What follows belongs to an exercise in optimizing a design on an open flow for small area, a short achievable clock period and few clock cycles per item; a production flow would make more cautious choices.
The RTL was checked by simulation tests, not by an equivalence proof against the original design.

lane 1:
// mips_core
module mips_core
#(
    parameter logic [31:0] RESET_PC   = 32'h0000_0000,
    parameter int          DMEM_WORDS = 64
) (
    input  logic        clk,
    input  logic        reset,
    output logic [31:0] imem_addr,
    input  logic [31:0] imem_data,
    output logic        wb_en,
    output logic [4:0]  wb_addr,
    output logic [31:0] wb_data
);
    localparam int DAW = $clog2(DMEM_WORDS);
    localparam int PW  = 5;          
    logic [31:2] pc;
    logic [31:2] pc4;
    logic        f_is_j, f_beq, f_pt;
    logic [PW-1:0] f_idx;
    logic [(1<<PW)-1:0] bp;
    logic        stall;
    logic        e_redirect;
    logic [31:2] e_alt;
    assign imem_addr = {pc, 2'b00};
    assign f_is_j    = (imem_data[31:26] == OP_J);
    assign f_beq     = (imem_data[31:26] == OP_BEQ);
    assign f_idx     = pc[PW+1:2];
    assign f_pt      = f_beq && (imem_data[25:21] == imem_data[20:16] || bp[f_idx]);
    assign pc4 = pc + 30'd1;
    logic [4:0]  st_lo;
    logic [31:6] pc_hi1;
    logic [31:2] f_short_tgt;
    logic        f_short;
    assign f_short     = f_pt && (imem_data[15:4] == 12'd0);
    assign st_lo       = {1'b0, pc[5:2]} + {1'b0, imem_data[3:0]} + 5'd1;
    assign pc_hi1      = pc[31:6] + 26'd1;
  ...
Size in the first run: roughly 9100 cells after synthesis, ~3600 flip-flops, about 100 I/O pins, roughly 140000 sq um of cells after synthesis.
clock: 8.0 ns
lec_check: 0
cap_margin: 20
core_margin: 2
core_utilization: 40
cts_cluster_diameter: 60
cts_cluster_size: 30
place_density: 0.65
setup_slack_margin: 4.9
slew_margin: 20
run.sh (not shown) runs the stock make flow with config.mk's settings and CLKGATE_MAP_FILE= SYNTH_SCRIPT=/design/flow/synth_recipe.tcl, a recipe that flattens the netlist after the stock synthesis.
Testbench counts of lane 1, summed over its fixed seeds: cycles 61,523, instrs 57,031.
[inputs] lane 2 vs lane 1
--- a/flow/design.v
+++ b/flow/design.v
@@ -191,25 +191,22 @@
     logic        e_lw_ok, e_live_ok;
     assign e_lw_ok   = e_lw && !e_kill;
     assign e_live_ok = e_live && !e_kill;
     logic [4:0]  wi_addr;
     logic [31:0] wi_data;
     logic [5:0] f_op;
     logic       f_use_rs, f_use_rt;
     assign f_op       = imem_data[31:26];
     assign f_use_rs   = f_op == OP_RTYPE || f_op == OP_ADDI || f_op == OP_LW || f_op == OP_SW || f_op == OP_BEQ;
     assign f_use_rt   = f_op == OP_RTYPE || f_op == OP_SW || f_op == OP_BEQ;
-    logic f_uses_d, f_uses_e;
-    assign f_uses_d = (f_use_rs && imem_data[25:21] == d_rt) || (f_use_rt && imem_data[20:16] == d_rt);
-    assign f_uses_e = (f_use_rs && imem_data[25:21] == e_dest) || (f_use_rt && imem_data[20:16] == e_dest);
-    assign stall = (d_valid && d_lw && (d_rt != 5'd0) && f_uses_d) ||
-                   (e_lw_ok && e_live && f_uses_e);
+    assign stall = d_valid && d_lw && (d_rt != 5'd0) &&
+                   ((f_use_rs && imem_data[25:21] == d_rt) || (f_use_rt && imem_data[20:16] == d_rt));
     reg_file u_rf (
         .clk     (clk),
         .reset   (reset),
         .rs_addr (d_rs),
         .rt_addr (d_rt),
         .wr_en   (wi_addr != 5'd0),
         .wr_addr (wi_addr),
         .wr_data (wi_data),
         .rs_data (rf_rs),
         .rt_data (rf_rt)
@@ -223,22 +220,22 @@
     logic        e_pt;
     logic [PW-1:0] e_idx;
     logic [31:0] alu, m_val;
     logic        d_sub, d_imm_src, d_fe_s, d_fe_t, d_fm_s, d_fm_t;
     logic [31:0] d_imm, d_bv;
     assign d_sub     = d_rtype_ok && (d_fn == FN_SUB || d_fn == FN_SLT);    
     assign d_imm_src = d_addi || d_lw;
     assign d_imm     = {{16{d_ir[15]}}, d_ir[15:0]};
     assign d_fe_s    = e_live_ok && (e_dest == d_rs);
     assign d_fe_t    = e_live_ok && (e_dest == d_rt) && !d_imm_src;
-    assign d_fm_s    = m_live && !m_lw && (m_dest == d_rs);
-    assign d_fm_t    = m_live && !m_lw && (m_dest == d_rt) && !d_imm_src;
+    assign d_fm_s    = m_live && (m_dest == d_rs);
+    assign d_fm_t    = m_live && (m_dest == d_rt) && !d_imm_src;
     assign d_bv      = d_imm_src ? d_imm : d_b;
     always_ff @(posedge clk) begin
         if (reset || !d_valid) begin
             e_write <= 1'b0;
             e_live  <= 1'b0;
             e_lw    <= 1'b0;
             e_sw    <= 1'b0;
             e_beq   <= 1'b0;
         end else begin
             e_write <= d_write;
@@ -249,22 +246,22 @@
         end
     end
     always_ff @(posedge clk) begin
         e_kill  <= e_redirect;
         e_add   <= !(d_rtype_ok && (d_fn == FN_AND || d_fn == FN_OR || d_fn == FN_SLT));
         e_sub   <= d_sub;    
         e_and   <= d_rtype_ok && (d_fn == FN_AND);
         e_or    <= d_rtype_ok && (d_fn == FN_OR);
         e_slt   <= d_rtype_ok && (d_fn == FN_SLT);
         e_dest  <= d_dest;
-        e_a     <= d_fe_s ? alu : (d_fm_s ? m_res : d_a);
-        e_bx    <= (d_fe_t ? alu : (d_fm_t ? m_res : d_bv)) ^ {32{d_sub}};
+        e_a     <= d_fe_s ? alu : (d_fm_s ? m_val : d_a);
+        e_bx    <= (d_fe_t ? alu : (d_fm_t ? m_val : d_bv)) ^ {32{d_sub}};
         e_imm8  <= d_ir[7:0];
         e_alt   <= d_pt ? d_pc4 : d_bt;
         e_pt    <= d_pt;
         e_idx   <= d_idx;
     end
     logic [31:0] m_res;
     logic [31:0] sum;
     logic [7:0]  maddr;
     logic        slt, e_eq;
     logic [32:0] sum1;
## What came out
- Lane 1: flow completed, timing, DRC and antenna clean
- Lane 2 | status: complete | timing, DRC, antenna: pass
- The higher time the final worst path needs with I/O delays and setup came out of lane 2.
- In terms of share of the synthesized area in compound gates (AO/OA/AOI/OAI), lane 1 and lane 2 differ only marginally.
- Taking lane 1 as the reference point, the detailed-route wire length on metal 1 of lane 2 rises by about 7%.
- [lane 2] via count rose 6.3% relative to lane 1
- Post-place instance area up 1500 sq um in lane 2 wrt lane 1
- Looking only at final critical-path share of the clock period, and setting everything else aside, the lower value of lane 2 and lane 1 goes to lane 1.
- Summary of lane 2 over lane 1: critical path depth went up, mean instance size in the synthesized netlist went down, global-route wire length before repair went up, post-synthesis instance area went up.
Testbench counts of lane 2, summed over its fixed seeds: cycles 60,055, instrs 57,031.

[static timing again, ports no longer ideal]
How much do the figures lean on ideal ports? The routed layouts below were timed once more, with nothing changed but the port constraints.
Step 1 assumes that a clkbuf_16 drives the clock port and a buf_2 every other input.
Step 2 adds t to the input delays and takes it off the output delays; t is the mean of the earliest and latest rising clock arrival at the registers after step 1. Input paths then give back, and output paths get back, about the clock's delay inside the block.
Slacks: ideal ports / drivers / drivers and shift; pairs: ideal ports / drivers.
run | t (ns) | setup slack, ns | worst hold slack (ns)
lane 1 | 1.035 | 4.725 / 4.675 / 3.909 | 0.332 / 0.332 / 0.332
lane 2 | 1.133 | 4.581 / 4.581 / 3.833 | 0.293 / 0.293 / 0.293
After both steps setup and hold are still met in every run listed. The setup slack of lane 1, which loses most, moves by -0.050 ns with the drivers and by -0.816 ns with both steps.
